This design comes from an exercise in tuning for small area and few clock cycles per item on the open sky130 flow, not from production work.
Function was checked by simulation only, so behaviour that the tests miss may differ from the original.
Power is estimated from default activity; no workload was simulated.

Setup of before:
==> flow/design.v <==
package cam_analyzer_pkg;
    typedef enum logic [1:0] {
        COL_NONE  = 2'd0,
        COL_RED   = 2'd1,
        COL_GREEN = 2'd2,
        COL_BLUE  = 2'd3
    } color_e;
    typedef enum logic [1:0] {
        FIG_NONE = 2'd0,
        FIG_TRI  = 2'd1,
        FIG_CIRC = 2'd2,
        FIG_SQR  = 2'd3
    } figure_e;
    typedef enum logic [2:0] {
        ST_IDLE   = 3'd0,
        ST_SCAN   = 3'd1,
        ST_DRAIN  = 3'd2,
        ST_AREA   = 3'd3,
        ST_DECIDE = 3'd4,
        ST_DONE   = 3'd5
    } state_e;
    localparam int FILL_DEN_SHIFT = 3;
    localparam int FILL_SQR_NUM   = 7;
    localparam int FILL_CIRC_NUM  = 5;
endpackage
module pixel_classifier
(
    input  logic [11:0] pix,
    output logic        is_r,
    output logic        is_g,
    output logic        is_b
);
    function automatic logic dom4(input logic [3:0] a, input logic [3:0] b);
        logic ge2, eq1, ge0;
        ge2 = a[3] & ~b[3] & (a[2] | ~b[2]);
        eq1 = (~a[3] & a[2] & ~b[3] & ~b[2]) | (a[3] & ~a[2] & ~b[3] & b[2]) |
              (a[3] & a[2] & b[3] & ~b[2]);
        ge0 = (a[1] & ~b[1]) | ((a[1] | ~b[1]) & (a[0] | ~b[0]));
        dom4 = ge2 | (eq1 & ge0);
    endfunction
    logic [3:0] r, g, b;
    assign r = pix[11:8];
    assign g = pix[7:4];
    assign b = pix[3:0];
    assign is_r = dom4(r, g) & dom4(r, b);
    assign is_g = dom4(g, r) & dom4(g, b);
    assign is_b = dom4(b, r) & dom4(b, g);
endmodule
module cam_frame_analyzer
(
    input  logic        clk,
    input  logic        rst,
    input  logic        init,
    output logic [14:0] mem_addr,
    input  logic [11:0] mem_data,
    output logic        busy,
    output logic        done,
    output logic [1:0]  color,
    output logic [1:0]  figure,
    output logic [14:0] pix_count
);
    localparam logic [2:0] ST_IDLE = 3'b000;
    localparam logic [2:0] ST_DONE = 3'b001;
    localparam logic [2:0] ST_SCAN = 3'b100;
    localparam logic [2:0] ST_DOM1 = 3'b101;
    localparam logic [2:0] ST_DOM2 = 3'b110;
    localparam logic [2:0] ST_COL  = 3'b111;
    localparam logic [2:0] ST_MUL  = 3'b010;
    logic [2:0]  st;
    logic [1:0]  dom;      
    logic        ci;       
    logic [7:0]  x;
    logic [9:0]  z;
    logic [14:0] red, grn, blu;
    logic [7:0]  xmin, xmax;
    logic [6:0]  h, dy;
    logic        seen;
    logic s_scan, s_dom1, s_dom2, s_col, s_mul, s_dom;
    logic accept, x_end, z_end, scan_end, x_adv, z_adv, x_wrap, z_wrap, mul_end;
    logic is_r, is_g, is_b, col, pix_c;
    logic lt, gt, in_box;
    logic [14:0] other;
    logic gtr, big, cin_m, ld;
    logic [2:0] k, s;
    logic [14:0] red_inc, grn_sum, blu_sum, grn_op, blu_op;
    logic        red_ci, grn_ci, blu_ci, h_ci;
    logic [7:0]  x_inc, x_nx;
    logic [9:0]  z_inc, z_nx;
    logic [6:0]  h_inc;
    logic        c;
    assign s_scan = (st == ST_SCAN);
    assign s_dom1 = (st == ST_DOM1);
    assign s_dom2 = (st == ST_DOM2);
    assign s_col  = (st == ST_COL);
    assign s_mul  = (st == ST_MUL);
    assign s_dom  = s_dom1 | s_dom2;
    assign busy      = st[2] | st[1];
    assign done      = (st == ST_DONE);
    assign pix_count = red;
    assign color     = dom & {2{big}};
    assign figure    = {ci & big, big & (~gtr | ~ci)};
    assign accept   = init & ~busy;
    assign x_end    = x[7] & (&x[4:0]);
    assign z_end    = z[9] & z[6] & z[4] & z[2] & z[1] & z[0];
    assign scan_end = s_scan & x_end & z_end;
    pixel_classifier u_cls (
        .pix  (mem_data),
        .is_r (is_r),
        .is_g (is_g),
        .is_b (is_b)
    );
    assign col   = is_r | is_g | is_b;
    assign pix_c = s_scan & col;
    always_comb begin
        lt = 1'b0;
        gt = 1'b0;
        for (int i = 0; i < 8; i++) begin
            lt = (xmin[i] & ~x[i]) | ((xmin[i] | ~x[i]) & lt);
            gt = (x[i] & ~xmax[i]) | ((x[i] | ~xmax[i]) & gt);
        end
    end
    assign in_box = ~lt & ~gt;
    assign other = s_dom1 ? grn : blu;
    always_comb begin
        gtr = 1'b0;
        for (int i = 0; i < 15; i++)
            gtr = (other[i] & ~red[i]) | ((other[i] | ~red[i]) & gtr);
    end
    assign big = |red[14:6];
    assign ld  = s_dom & gtr;
    assign k = grn[2:0];
    assign s = x[2:0];
    always_comb begin
        case (s)
            3'd0: cin_m = (k != 3'd0);
            3'd1: cin_m = (k >= 3'd2);
            3'd2: cin_m = (k >= 3'd4);
            3'd3: cin_m = (k >= 3'd5);
            3'd4: cin_m = (k == 3'd7);
            3'd5: cin_m = (k >= 3'd3);
            3'd6: cin_m = (k >= 3'd6);
            default: cin_m = 1'b0;
        endcase
    end
    assign mul_end = s_mul & (s == 3'd7);
    assign x_adv  = s_scan | s_col | s_mul;
    assign z_adv  = s_scan & (&x[4:0]);
    assign red_ci = s_scan & is_r;
    assign grn_ci = s_scan & is_g;
    assign grn_op = {8'd0, dy & {7{s_col & in_box}}};
    assign blu_ci = (s_scan & is_b) | (s_mul & cin_m);
    assign blu_op = {3'd0, grn[14:3] & {12{s_mul & ~mul_end}}};
    assign h_ci   = s_scan & x_end & (seen | col);
    always_comb begin
        c = red_ci;
        for (int i = 0; i < 15; i++) begin
            red_inc[i] = red[i] ^ c;
            c = red[i] & c;
        end
        c = grn_ci;
        for (int i = 0; i < 15; i++) begin
            grn_sum[i] = grn[i] ^ grn_op[i] ^ c;
            c = (grn[i] & grn_op[i]) | (grn[i] & c) | (grn_op[i] & c);
        end
        c = blu_ci;
        for (int i = 0; i < 15; i++) begin
            blu_sum[i] = blu[i] ^ blu_op[i] ^ c;
            c = (blu[i] & blu_op[i]) | (blu[i] & c) | (blu_op[i] & c);
        end
        c = x_adv;
        for (int i = 0; i < 8; i++) begin
            x_inc[i] = x[i] ^ c;
            c = x[i] & c;
        end
        c = z_adv;
        for (int i = 0; i < 10; i++) begin
            z_inc[i] = z[i] ^ c;
            c = z[i] & c;
        end
        c = h_ci;
        for (int i = 0; i < 7; i++) begin
            h_inc[i] = h[i] ^ c;
            c = h[i] & c;
        end
    end
    assign x_wrap = x_end & x_adv;
    assign z_wrap = z_end & z_adv;
    assign x_nx = {x_inc[7] & ~x_wrap, x_inc[6], x_inc[5] & ~x_wrap, x_inc[4],
                   x_inc[3] & ~mul_end, x_inc[2:0]};
    assign z_nx = {z_inc[9] & ~z_wrap, z_inc[8:7], z_inc[6] & ~z_wrap, z_inc[5],
                   z_inc[4:3] & ~{2{z_wrap}}, z_inc[2:0]};
    assign mem_addr = {z_nx, x_nx[4:0]};
    always_ff @(posedge clk or negedge rst) begin
        if (!rst) begin
            st     <= ST_IDLE;
            x      <= 8'd0;
            z      <= 10'd0;
            red    <= 15'd0;
        end else begin
            x <= x_nx;
            z <= z_nx;
            if (accept)
                red <= 15'd0;
            else if (ld)
                red <= other;
            else
                red <= red_inc;
            case (st)
                ST_IDLE, ST_DONE: if (accept) st <= ST_SCAN;
                ST_SCAN: if (scan_end) st <= ST_DOM1;
                ST_DOM1: st <= ST_DOM2;
                ST_DOM2: st <= ST_COL;
                ST_COL:  if (x_end) st <= ST_MUL;
                ST_MUL:  if (mul_end) st <= ST_DONE;
                default: st <= ST_IDLE;
            endcase
        end
    end
    always_ff @(posedge clk) begin
        grn  <= (accept | s_dom2) ? 15'd0 : grn_sum;
        blu  <= (accept | s_col)  ? 15'd0 : blu_sum;
        seen <= ~accept & (seen | pix_c);
        h    <= accept ? 7'd1 : h_inc;
        if (pix_c & (~seen | lt)) xmin <= x;
        if (pix_c & (~seen | gt)) xmax <= x;
        if (pix_c) dy <= h;
        if (s_dom1)
            dom <= gtr ? 2'd2 : 2'd1;
        else if (s_dom2 & gtr)
            dom <= 2'd3;
        if (s_mul & (s == 3'd5))
            ci <= ~gtr;
    end
endmodule
clock: 12.0 ns
lec_check: 0
cap_margin: 20
core_margin: 2
core_utilization: 40
cts_buf_list: sky130_fd_sc_hd__clkbuf_8
slew_margin: 20
standard.sh (not shown) runs the stock make flow with config.mk's settings and CLKGATE_MAP_FILE= SYNTH_SCRIPT=/design/flow/synth_recipe.tcl, a recipe that flattens the netlist after the stock synthesis.
==> flow/flow/run.sh <==
#!/bin/bash
# The standard layout (standard.sh) with two changes:
#  - synthesis is synth_recipe.tcl with an area-only abc script (flow/synth.tcl);
#  - the port buffers use the smallest buffer cell (buf_1); every input and
#    output port still gets its own buffer.
# The full make output goes to standard.log; ORFS keeps each step's log
# under orfs/logs/.
set -euo pipefail
here=$(pwd)
bash standard.sh \
  SYNTH_SCRIPT="$here/flow/synth.tcl" \
  FLOW_SYNTH_TCL="$here/synth_recipe.tcl" \
  AREA_ABC_SCRIPT="$here/flow/area.abc" \
  BUFFER_PORTS_ARGS="-buffer_cell sky130_fd_sc_hd__buf_1" \
  finish > standard.log 2>&1
==> flow/flow/area.abc <==
strash
balance
rewrite
refactor
balance
rewrite
rewrite -z
balance
refactor -z
rewrite -z
balance
balance
rewrite
refactor
balance
rewrite
rewrite -z
balance
refactor -z
rewrite -z
balance
balance
rewrite
refactor
balance
rewrite
rewrite -z
balance
refactor -z
rewrite -z
balance
dch -f
amap
topo
==> flow/flow/synth.tcl <==
# The standard synthesis (synth_recipe.tcl, run unchanged), except that
# abc maps the combinational logic with flow/area.abc, an area-only script
# (rewriting, then the amap standard-cell mapper), instead of ORFS's script.
# Flip-flops are mapped before abc and are left exactly as the standard
# synthesis makes them.
proc abc {args} {
  set i [lsearch -exact $args -script]
  if {$i >= 0} {
    set args [lreplace $args $i [expr {$i + 1}] -script $::env(AREA_ABC_SCRIPT)]
  }
  yosys abc {*}$args
}
source $::env(FLOW_SYNTH_TCL)
Testbench counts of before, summed over its fixed seeds: cycles 929,800, frames 48.
Edits applied to the flow inputs when going from before to after:
--- a/flow/design.v
+++ b/flow/design.v
@@ -67,8 +67,6 @@
     localparam logic [2:0] ST_COL  = 3'b111;
     localparam logic [2:0] ST_MUL  = 3'b010;
     logic [2:0]  st;
-    logic [1:0]  dom;      
-    logic        ci;       
     logic [7:0]  x;
     logic [9:0]  z;
     logic [14:0] red, grn, blu;
@@ -97,8 +95,6 @@
     assign busy      = st[2] | st[1];
     assign done      = (st == ST_DONE);
     assign pix_count = red;
-    assign color     = dom & {2{big}};
-    assign figure    = {ci & big, big & (~gtr | ~ci)};
     assign accept   = init & ~busy;
     assign x_end    = x[7] & (&x[4:0]);
     assign z_end    = z[9] & z[6] & z[4] & z[2] & z[1] & z[0];
@@ -149,7 +145,7 @@
     assign grn_ci = s_scan & is_g;
     assign grn_op = {8'd0, dy & {7{s_col & in_box}}};
     assign blu_ci = (s_scan & is_b) | (s_mul & cin_m);
-    assign blu_op = {3'd0, grn[14:3] & {12{s_mul & ~mul_end}}};
+    assign blu_op = {3'd0, grn[14:3] & {12{s_mul}}};
     assign h_ci   = s_scan & x_end & (seen | col);
     always_comb begin
         c = red_ci;
@@ -196,6 +192,8 @@
             x      <= 8'd0;
             z      <= 10'd0;
             red    <= 15'd0;
+            color  <= 2'd0;
+            figure <= 2'd0;
         end else begin
             x <= x_nx;
             z <= z_nx;
@@ -205,6 +203,16 @@
                 red <= other;
             else
                 red <= red_inc;
+            if (s_dom1)
+                color <= gtr ? 2'd2 : 2'd1;
+            else if (s_dom2 & gtr)
+                color <= 2'd3;
+            else if (mul_end)
+                color <= big ? color : 2'd0;
+            if (s_mul & (s == 3'd5))
+                figure <= {~gtr, 1'b0};
+            else if (mul_end)
+                figure <= big ? {figure[1], ~gtr | ~figure[1]} : 2'd0;
             case (st)
                 ST_IDLE, ST_DONE: if (accept) st <= ST_SCAN;
                 ST_SCAN: if (scan_end) st <= ST_DOM1;
@@ -224,11 +232,5 @@
         if (pix_c & (~seen | lt)) xmin <= x;
         if (pix_c & (~seen | gt)) xmax <= x;
         if (pix_c) dy <= h;
-        if (s_dom1)
-            dom <= gtr ? 2'd2 : 2'd1;
-        else if (s_dom2 & gtr)
-            dom <= 2'd3;
-        if (s_mul & (s == 3'd5))
-            ci <= ~gtr;
     end
 endmodule
==> comparison <==
after: core box area about 0.4% above before
In terms of clock transition at the registers of the reported paths, before and after differ only marginally.
Looking at compound-cell area share of the yosys netlist, after sits 0.22 points above before.
Final period utilization (lower): after
Compared with before, after shows total power consumption of the routed design higher by 6.3%.
For the sequential fraction of total cell area, after came in 0.47 points lower than before did.
Testbench counts of after, summed over its fixed seeds: cycles 929,800, frames 48.

## what the ideal ports hide
The flow's constraints put no driver on any port. The routed layouts listed below were extracted and timed again, unchanged, in two steps. Step 1, drivers: a clkbuf_16 drives clk and a buf_2 each remaining input, both assumed. Step 2 times the ports against the registers' clock, not the clock port: input delays grow and output delays shrink by t, the midpoint of the rising clock arrivals with the driver on. Three values: ideal, step 1, step 2; two values: the first two.
run	t, ns	slack for setup (ns)	clock arrival spread, ns	slew at the worst register clock pin (ns)	pins driven straight from the clock port
before	0.401	3.130 / 3.137 / 2.736	0.013 / 0.012	0.09 / 0.09	1
after	0.390	3.237 / 3.247 / 2.857	0.005 / 0.005	0.10 / 0.10	1
After both steps setup and hold are still met in every run listed. For before, which loses most, drivers alone change the setup slack by +0.007 ns; drivers and shift together by -0.394 ns.
